What follows belongs to an exercise in optimizing a design on an open flow for small area, a short achievable clock period and few clock cycles per item; a production flow would make more cautious choices.
Only simulation tests tie the RTL to the original design; equivalence was not proved.
Power and IR drop assume default switching activity.

Setup of exp/indigo:
## qpsk_mimo_modulator
module qpsk_mimo_modulator #(
    parameter int R_W = 16,
    parameter int Y_W = 20
) (
    input  logic              i_clk,
    input  logic              i_reset_n,
    input  logic              i_r_load,
    input  logic [20*R_W-1:0] i_r,
    input  logic              i_bit_vld,
    input  logic              i_bit,
    output logic              o_bit_rdy,
    output logic              o_vld,
    input  logic              i_rdy,
    output logic [8*Y_W-1:0]  o_y_hat,
    output logic              o_busy
);
    logic [9:0][15:0] ra, rb;
    logic [2:0]       p;           
    logic [2:0]       cnt;         
    logic [6:0]       col;         
    logic [7:0]       x;           
    logic             xv;          
    logic             win;         
    logic             fin;         
    logic             vld;
    logic             rdy;
    logic             busy;
    logic             p0;          
    logic       p7, act, acc, acc8, wr_lo;
    logic [7:3] wr_d;
    logic       xv_n, win_n, vld_n;
    logic [2:0] p_n, cnt_n;
    assign p7    = (p == 3'd7);
    assign act   = (p0 & xv) | win;
    assign acc   = i_bit_vld & rdy;
    assign acc8  = acc & (cnt == 3'd7);
    assign wr_lo = win & (p == 3'd2) & ~vld;
    always_comb
        for (int d = 3; d < 8; d++) wr_d[d] = win & (p == 3'(d));
    assign p_n   = i_r_load ? 3'd0 : p + 3'd1;
    assign cnt_n = acc ? cnt + 3'd1 : cnt;
    assign xv_n  = acc8 | (xv & ~(win & p7));
    assign win_n = act & ~p7 & ~((p == 3'd2) & vld);
    assign vld_n = fin | (vld & ~i_rdy);
    assign o_bit_rdy = rdy;
    assign o_vld     = vld;
    assign o_busy    = busy;
    always_ff @(posedge i_clk or negedge i_reset_n) begin
        if (!i_reset_n) begin
            p    <= '0;
            p0   <= 1'b1;
            cnt  <= '0;
            xv   <= 1'b0;
            win  <= 1'b0;
            fin  <= 1'b0;
            vld  <= 1'b0;
            rdy  <= 1'b1;
            busy <= 1'b0;
        end else begin
            p    <= p_n;
            p0   <= (p_n == 3'd0);
            cnt  <= cnt_n;
            xv   <= xv_n;
            win  <= win_n;
            fin  <= win & p7;
            vld  <= vld_n;
  ...
Size: ~1400 cells after synthesis, roughly 570 flip-flops, about 490 I/O pins.
==> flow/config.mk <==
export PLATFORM = sky130hd
export DESIGN_NAME = qpsk_mimo_modulator
export DESIGN_NICKNAME = qpsk_mimo_modulator
export VERILOG_FILES = /design/flow/design.v
export SDC_FILE = /design/flow/constraint.sdc
export NUM_CORES = 4
export LEC_CHECK = 0
export CAP_MARGIN = 50
export CORE_MARGIN = 2
export CORE_UTILIZATION = 40
export CTS_BUF_LIST = sky130_fd_sc_hd__clkbuf_8 sky130_fd_sc_hd__clkbuf_4
export SLEW_MARGIN = 60
==> flow/constraint.sdc <==
create_clock -name core_clock -period 12.0 [get_ports {i_clk}]
set_input_delay 2.4000 -clock core_clock [delete_from_list [all_inputs] [get_ports {i_clk}]]
set_output_delay 2.4000 -clock core_clock [all_outputs]
set_load 0.01 [all_outputs]
standard.sh (not shown) runs the stock make flow with config.mk's settings and CLKGATE_MAP_FILE= SYNTH_SCRIPT=/design/flow/synth_recipe.tcl, a recipe that flattens the netlist after the stock synthesis.
==> flow/flow/run.sh <==
#!/bin/bash
# Standard ORFS layout with two changes to how it is built:
#  - ports buffered with buf_2 cells instead of the resizer's default pick
#  - timing repair aims for 7 ns of extra setup slack (the SDC is unchanged)
export BUFFER_PORTS_ARGS="-buffer_cell sky130_fd_sc_hd__buf_2"
export SETUP_SLACK_MARGIN=7
bash standard.sh > standard.log 2>&1
In summary, exp/indigo completed successfully, with a layout that passed the timing, design-rule and antenna checks.
Testbench counts of exp/indigo, summed over its fixed seeds: cycles 4,448, items 512.
[inputs] exp/maple vs exp/indigo
Settings: setting CTS_CLUSTER_SIZE to 20 for the first time; changing CORE_UTILIZATION from 40 to 60; changing CTS_BUF_LIST from sky130_fd_sc_hd__clkbuf_8 sky130_fd_sc_hd__clkbuf_4 to sky130_fd_sc_hd__clkbuf_16 sky130_fd_sc_hd__clkbuf_8; setting CTS_CLUSTER_DIAMETER to 60 for the first time.
==> flow/flow/run.sh <==
#!/bin/bash
# Standard ORFS layout (the standard.sh) with two changes to how it is built:
#  - ports are buffered with buf_2 cells instead of the resizer's default pick
#  - timing repair aims for 8.5 ns of setup slack beyond the SDC's (the SDC is unchanged)
export BUFFER_PORTS_ARGS="-buffer_cell sky130_fd_sc_hd__buf_2"
export SETUP_SLACK_MARGIN=8.5
bash standard.sh > standard.log 2>&1
### Flow results
Result: PASS for each of exp/indigo and exp/maple. Compared with exp/indigo, in exp/maple wire length on met2 increased 1.0%; tap cell count shows a reduction of 233; quantity of gates resized following cts grew by 20.
Here is what was changed in the inputs of exp/yarrow compared with exp/maple.
Settings: CTS_BUF_LIST changed from sky130_fd_sc_hd__clkbuf_16 sky130_fd_sc_hd__clkbuf_8 to sky130_fd_sc_hd__clkbuf_8 sky130_fd_sc_hd__clkbuf_4; CTS_CLUSTER_SIZE removed (was 20); CTS_CLUSTER_DIAMETER removed (was 60); CORE_UTILIZATION changed from 60 to 40.
==> flow/run.sh (new file) <==
#!/bin/bash
# synth_recipe.tcl (not shown) runs the flow's synth.tcl, then flattens the netlist and writes it again
# the make line also repeats each setting of config.mk as NAME=value (left out here)
make -C /OpenROAD-flow-scripts/flow DESIGN_CONFIG=/design/flow/config.mk WORK_HOME=/design/flow/orfs CLKGATE_MAP_FILE= SYNTH_SCRIPT=/design/flow/synth_recipe.tcl finish
removed: flow/flow/run.sh
removed: flow/standard.sh
exp/yarrow finished end to end and its layout was clean on timing, DRC and antenna.
NOTE: total cell area at the placement stage in exp/yarrow exceeds that of exp/maple
exp/yarrow vs exp/maple: switching power of the nets up by a few percent
Changes observed in exp/yarrow relative to exp/maple: sequential fraction of total cell area dropped 5.0 points; number of antenna violations at the first check in global routing dropped 12; filler cell count in the final layout climbed about 90%.
## Diff of input files: exp/willow against exp/yarrow
Settings: CTS_BUF_LIST removed (was sky130_fd_sc_hd__clkbuf_8 sky130_fd_sc_hd__clkbuf_4); SLEW_MARGIN changed from 60 to 20; CAP_MARGIN changed from 50 to 20.
Findings:
- Taking exp/yarrow as the reference, in exp/willow layout buffering overhead excluding clock cells lower; total inserted antenna cells down 1; detail-routed via count per cell rose about 1%; wire length of the first global-routing pass fell by 680 um; sequential share of layout area rose 0.42 points.
- Of the two values seen for launching instance or port of the critical path, rdy was produced by exp/yarrow and i_r_load by exp/willow.
- Sort exp/yarrow and exp/willow by required time reported for the critical path endpoint asc -> top: exp/yarrow
- Re worst setup slack: exp/willow is 0.18 ns down on exp/yarrow.
- As far as total power of the final layout is concerned, exp/yarrow and exp/willow perform about the same.

==> static timing again, ports no longer ideal <==
In the flow no input, the clock included, has a driving cell. The finished layouts below were timed again as built, in two steps. Step 1 sets driving cells, clkbuf_16 on the clock port and buf_2 on the other inputs (assumed; they add their load-dependent delay and slew). Step 2, shift: input delay + t, output delay - t, t = (earliest + latest rising clock arrival at the registers) / 2. This alone moves slack from input paths to output paths. Three values: ideal, step 1, step 2; two values: the first two.
| run | t (ns) | slack for setup (ns) | worst setup path after step 2 | latest minus earliest clock arrival (ns) | worst register clock-pin slew, ns |
|---|---|---|---|---|---|
| exp/indigo | 0.703 | 8.174 / 8.174 / 7.658 | input to register | 0.041 / 0.040 | 0.07 / 0.07 |
| exp/maple | 0.582 | 8.422 / 8.370 / 7.911 | input to register | 0.014 / 0.014 | 0.08 / 0.08 |
| exp/yarrow | 0.721 | 7.780 / 7.724 / 7.122 | input to register | 0.028 / 0.028 | 0.07 / 0.07 |
| exp/willow | 0.655 | 7.601 / 7.593 / 6.938 | input to register | 0.020 / 0.020 | 0.06 / 0.06 |
After both steps setup and hold are still met in every run listed. For exp/willow, which loses most, drivers alone change the setup slack by -0.008 ns; drivers and shift together by -0.663 ns.
